This design comes from an exercise in tuning for small area, a short achievable clock period and few clock cycles on the open sky130 flow, not from production work.

## 05-01
==> flow/design.v (excerpt) <==
module seq_store_top (
  input  wire logic                  clk_i,
  input  wire logic                  rst_ni,
  input  wire logic                  rx_deshfu_valid_i,
  output logic                       rx_deshfu_ready_o,
  input  wire store_pkg::seq_entry_t rx_deshfu_i,
  input  wire logic                  txn_valid_i,
  output logic                       txn_ready_o,
  input  wire store_pkg::txn_beat_t  txn_i,
  input  wire logic                  meta_valid_i,
  output logic                       meta_ready_o,
  input  wire store_pkg::meta_t      meta_i,
  output logic                       axi_w_valid_o,
  input  wire logic                  axi_w_ready_i,
  output store_pkg::w_beat_t         axi_w_o
);
Size: ~1300 cells after synthesis, ~200 flip-flops.
export LEC_CHECK = 0
export CAP_MARGIN = 20
export CORE_MARGIN = 2
export CORE_UTILIZATION = 60
export SETUP_SLACK_MARGIN = 3.3
export SLEW_MARGIN = 20
create_clock -name core_clock -period 6.3 [get_ports {clk_i}]
standard.sh (not shown) runs the stock make flow with config.mk's settings and CLKGATE_MAP_FILE= SYNTH_SCRIPT=/design/flow/synth_recipe.tcl, a recipe that flattens the netlist after the stock synthesis.
==> flow/flow/run.sh <==
#!/bin/bash
# Standard ORFS layout, with the port buffers inserted as the smallest buffer
# (the resizer still upsizes any that timing needs).
set -euo pipefail
export BUFFER_PORTS_ARGS="-buffer_cell sky130_fd_sc_hd__buf_1"
bash standard.sh finish > standard_flow.log 2>&1
diff inputs: 05-01 => 03-05
--- a/flow/design.v
+++ b/flow/design.v
@@ -127,43 +127,42 @@
   assign meta_ready_o      = !mv1_q;
   logic [4:0] meta_off;
   logic [4:0] ptr_n;
   always_comb begin
     case (meta_i.eew)
       2'd0:    meta_off = {meta_i.vstart[3:0], 1'b0};
       2'd1:    meta_off = {meta_i.vstart[2:0], 2'b0};
       2'd2:    meta_off = {meta_i.vstart[1:0], 3'b0};
       default: meta_off = {meta_i.vstart[0], 4'b0};
     endcase
   end
-  logic [4:0] ptr_1;    
-  logic [4:0] ptr_0;    
-  logic [3:0] lower_0;
-  logic [4:0] cnt_0;
-  logic [5:0] sum_1;
-  logic [5:0] sum_0;
-  logic [4:0] rot_1;
-  logic [4:0] rot_0;
-  assign ptr_1   = fin ? moff0_q : sum_q;
-  assign ptr_0   = in_req_q ? ptr_q : moff0_q;
-  assign lower_0 = tq_valid_q ? tq_lower_q : tn_lower_q;
-  assign cnt_0   = tq_valid_q ? tq_cnt_q : tn_cnt_q;
-  assign sum_1   = {1'b0, ptr_1} + {1'b0, tn_cnt_q};
-  assign sum_0   = {1'b0, ptr_0} + {1'b0, cnt_0};
-  assign rot_1   = ptr_1 - {1'b0, tn_lower_q};
-  assign rot_0   = ptr_0 - {1'b0, lower_0};
+  logic [3:0] lower_n;
+  logic [4:0] cnt_n;
   logic [5:0] sum_s;
   logic [4:0] rot_s;
-  assign ptr_n = step ? ptr_1 : ptr_0;
-  assign sum_s = step ? sum_1 : sum_0;
-  assign rot_s = step ? rot_1 : rot_0;
+  always_comb begin
+    if (step) begin
+      ptr_n = fin ? moff0_q : sum_q;
+    end else begin
+      ptr_n = in_req_q ? ptr_q : moff0_q;
+    end
+    if (tn_move) begin
+      lower_n = tn_lower_q;
+      cnt_n   = tn_cnt_q;
+    end else begin
+      lower_n = tq_lower_q;
+      cnt_n   = tq_cnt_q;
+    end
+  end
+  assign sum_s = {1'b0, ptr_n} + {1'b0, cnt_n};
+  assign rot_s = ptr_n - {1'b0, lower_n};
   always_ff @(posedge clk_i or negedge rst_ni) begin
     if (!rst_ni) begin
       in_req_q   <= 1'b0;
       hold_q     <= 1'b0;
       view_hold_q <= 1'b0;
       tq_valid_q <= 1'b0;
       tn_valid_q <= 1'b0;
     end else begin
       if (capture) begin
         hold_q <= 1'b1;
       end else if (step) begin
@@ -188,24 +187,24 @@
       if (tn_move) begin
         tq_valid_q <= tn_valid_q;
       end
       if (txn_ready_o) begin
         tn_valid_q <= txn_valid_i;
       end
     end
   end
   always_ff @(posedge clk_i) begin
     ptr_q  <= ptr_n;
     sum_q  <= sum_s[4:0];
-    span_q <= step ? sum_1 > 6'd32 : sum_0 > 6'd32;
-    ge17_q <= step ? sum_1 >= 6'd17 : sum_0 >= 6'd17;
+    span_q <= sum_s > 6'd32;
+    ge17_q <= sum_s >= 6'd17;
     ge32_q <= sum_s[5];
     rot_q  <= rot_s;
     if (tn_move) begin
       tq_lower_q <= tn_lower_q;
       tq_cnt_q   <= tn_cnt_q;
       tq_last_q  <= tn_last_q;
       tq_final_q <= tn_final_q;
     end
     if (tn_load) begin
       tn_lower_q <= txn_i.is_head ? txn_i.addr_off : 4'd0;
       tn_cnt_q   <= (txn_i.is_last ? txn_i.lbn : 5'd16)
Findings:
Post-route minimum period: 03-05 > 05-01
On fraction of area in registers, 03-05 and 05-01 are basically level.
Of the two candidates, 05-01 has the better routed wire length and 03-05 the worse one.
03-05 supports a lower top clock frequency than 05-01.
Compare 03-05 and 05-01 | cell total after placement higher: 03-05
Run comparison: 05-01 peak-usage layer in the global routing report met1; 03-05 peak-usage layer in the global routing report met2
Going from 05-01 to 03-05, the instance count of the mapped netlist was found to have gone up by 35.
Clock-buffer cell count was higher in the run labelled 03-05.
Looking at global-route usage, 03-05 sits above 05-01.
On 03-05: starting utilization of the core area is 0.45 points higher than what 05-01 gave.
Core utilization of the finished layout up 4.1 points in 03-05 wrt 05-01
Area growth from synthesis to final layout up 5.9 points in 03-05 wrt 05-01
Compared with 05-01, in 03-05 routability congestion estimate now sits higher; post-synthesis share of cell area spent on full adders, half adders and majority gates decreased 0.88 points.
No functional check of the RTL was part of any run of this note.

---

seq_store_top, a different RTL version from the one above (not shown whole).
For scale: about 1500 cells after synthesis, about 200 flip-flops, ~270 I/O pins, about 16000 µm² of cells after synthesis.
export LEC_CHECK = 0
export CAP_MARGIN = 20
export CORE_MARGIN = 2
export CORE_UTILIZATION = 60
export SETUP_SLACK_MARGIN = 3.3
export SLEW_MARGIN = 20
create_clock -name core_clock -period 6.3 [get_ports {clk_i}]
Scripts as last shown in full above: flow/flow/run.sh
The baseline passed the timing, design-rule and antenna checks.
Then changed:
--- a/flow/design.v
+++ b/flow/design.v
@@ -97,28 +97,41 @@
   logic tn_load;
   assign base      = in_req_q && tq_valid_q;
   assign straddle  = !hold_q && span_q;
   assign slot_free = !out_valid_q || axi_w_ready_i;
   assign need_x    = !hold_q || span_q;
   assign fin       = tq_final_q;
   assign capture   = base && straddle && rx_deshfu_valid_i;
   assign step      = base && !straddle && slot_free && (!need_x || rx_deshfu_valid_i);
   assign take_x    = capture || (step && (fin ? need_x : (!hold_q && ge17_q)));
   assign load_meta = mv0_q && (!in_req_q || (step && fin));
   assign tn_move   = step || !tq_valid_q;
   assign tn_load   = txn_valid_i && txn_ready_o;
-  assign txn_ready_o       = !tn_valid_q || tn_move;
-  assign rx_deshfu_ready_o = (base && straddle)
-                             || (base && !straddle && slot_free
-                                 && (fin ? need_x : (!hold_q && ge17_q)));
+  logic ready_go;     
+  logic ready_free;   
+  logic rx_pre_a;
+  logic rx_pre_b;
+  logic tx_pre_a;
+  logic tx_pre_b;
+  assign ready_go   = base && !straddle;
+  assign ready_free = !need_x;
+  assign rx_pre_a   = (base && straddle)
+                      || (ready_go && !out_valid_q && (fin ? need_x : (!hold_q && ge17_q)));
+  assign rx_pre_b   = ready_go && (fin ? need_x : (!hold_q && ge17_q));
+  assign tx_pre_a   = !tn_valid_q || !tq_valid_q;
+  assign tx_pre_b   = tn_valid_q && tq_valid_q && ready_go;
+  assign txn_ready_o       = tx_pre_a
+                             || (tx_pre_b && (!out_valid_q || axi_w_ready_i)
+                                 && (ready_free || rx_deshfu_valid_i));
+  assign rx_deshfu_ready_o = rx_pre_a || (rx_pre_b && axi_w_ready_i);
   assign meta_ready_o      = !mv1_q;
   logic [4:0] meta_off;
   logic [4:0] ptr_n;
   always_comb begin
     case (meta_i.eew)
       2'd0:    meta_off = {meta_i.vstart[3:0], 1'b0};
       2'd1:    meta_off = {meta_i.vstart[2:0], 2'b0};
       2'd2:    meta_off = {meta_i.vstart[1:0], 3'b0};
       default: meta_off = {meta_i.vstart[0], 4'b0};
     endcase
   end
   logic [4:0] ptr_c;
@@ -226,25 +239,25 @@
   end
   always_ff @(posedge clk_i) begin
     if (load_meta ? !mv1_q : !mv0_q) begin
       moff0_q <= meta_off;
     end else if (load_meta) begin
       moff0_q <= moff1_q;
     end
     if (meta_push && mv0_q && !load_meta) begin
       moff1_q <= meta_off;
     end
   end
   always_ff @(posedge clk_i) begin
-    if (!hold_q) begin
+    if (take_x) begin
       for (int j = 0; j < 16; j++) begin
         hi_nb_q[j] <= rx_deshfu_i.nb[16+j];
       end
       hi_en_q <= rx_deshfu_i.en[31:16];
     end
   end
   logic [31:0][4:0] view;
   always_comb begin
     for (int j = 0; j < 32; j++) begin
       if (j >= 17 && hold_q) begin
         view[j] = {hi_en_q[j-16], hi_nb_q[j-16]};
       end else begin
@@ -282,22 +295,22 @@
     end
   end
   always_ff @(posedge clk_i or negedge rst_ni) begin
     if (!rst_ni) begin
       out_valid_q <= 1'b0;
     end else if (step) begin
       out_valid_q <= 1'b1;
     end else if (axi_w_ready_i) begin
       out_valid_q <= 1'b0;
     end
   end
   always_ff @(posedge clk_i) begin
-    if (slot_free) begin
+    if (step) begin
       out_q.data <= bus_nb;
       out_q.strb <= bus_strb;
       out_q.last <= tq_last_q;
     end
   end
   assign axi_w_valid_o = out_valid_q;
   assign axi_w_o       = out_q;
 endmodule
 `default_nettype wire
Result: The changed run completed with no timing, DRC or antenna violations; count of clock-buffer cells in the layout came out lower by 6; fmax climbs by 1.8%; critical path depth grows by 1; global-route usage falls by 0.19 points; design area stays flat; setup slack gets better by 0.058 ns; routed wire length drops by 0.32%; utilization went up by 1.9 points; non-clock buffer count climbs by 4; die area fell by 1.6%; worst hold slack loses 0.017 ns; register-to-register slack gets worse by 0.21 ns; area after synthesis decreases by 1.6%.
No functional check of the RTL was part of any run of this note.

afterwards: timing with drivers on the ports:
The results above use ideal ports. As a check the final layouts listed here were re-extracted and re-timed, cells and wires unchanged.
Step 1 assumes that a clkbuf_16 drives the clock port and a buf_2 every other input.
Step 2 times the ports against the registers' clock, not the clock port: input delays grow and output delays shrink by t, the midpoint of the rising clock arrivals with the driver on.
a / b / c = ideal ports / drivers / drivers and shift; a / b = the first two.
run | shift t [ns] | setup slack, ns | worst hold slack (ns) | clock arrival spread, ns | worst slew at a driven data input, ns
05-01 | 0.570 | 3.116 / 3.081 / 2.963 | 0.437 / 0.437 / 0.437 | 0.014 / 0.015 | 0.09
03-05 | 0.562 | 2.903 / 2.881 / 2.406 | 0.421 / 0.421 / 0.421 | 0.015 / 0.015 | 0.07
the first run of note 2 | 0.586 | 2.970 / 2.934 / 2.810 | 0.419 / 0.419 / 0.419 | 0.022 / 0.022 | 0.10
the second run of note 2 | 0.567 | 3.027 / 2.978 / 2.489 | 0.402 / 0.402 / 0.402 | 0.017 / 0.017 | 0.06
After both steps every run listed still meets setup and hold. The setup slack of the second run of note 2, which loses most, moves by -0.049 ns with the drivers and by -0.538 ns with both steps.
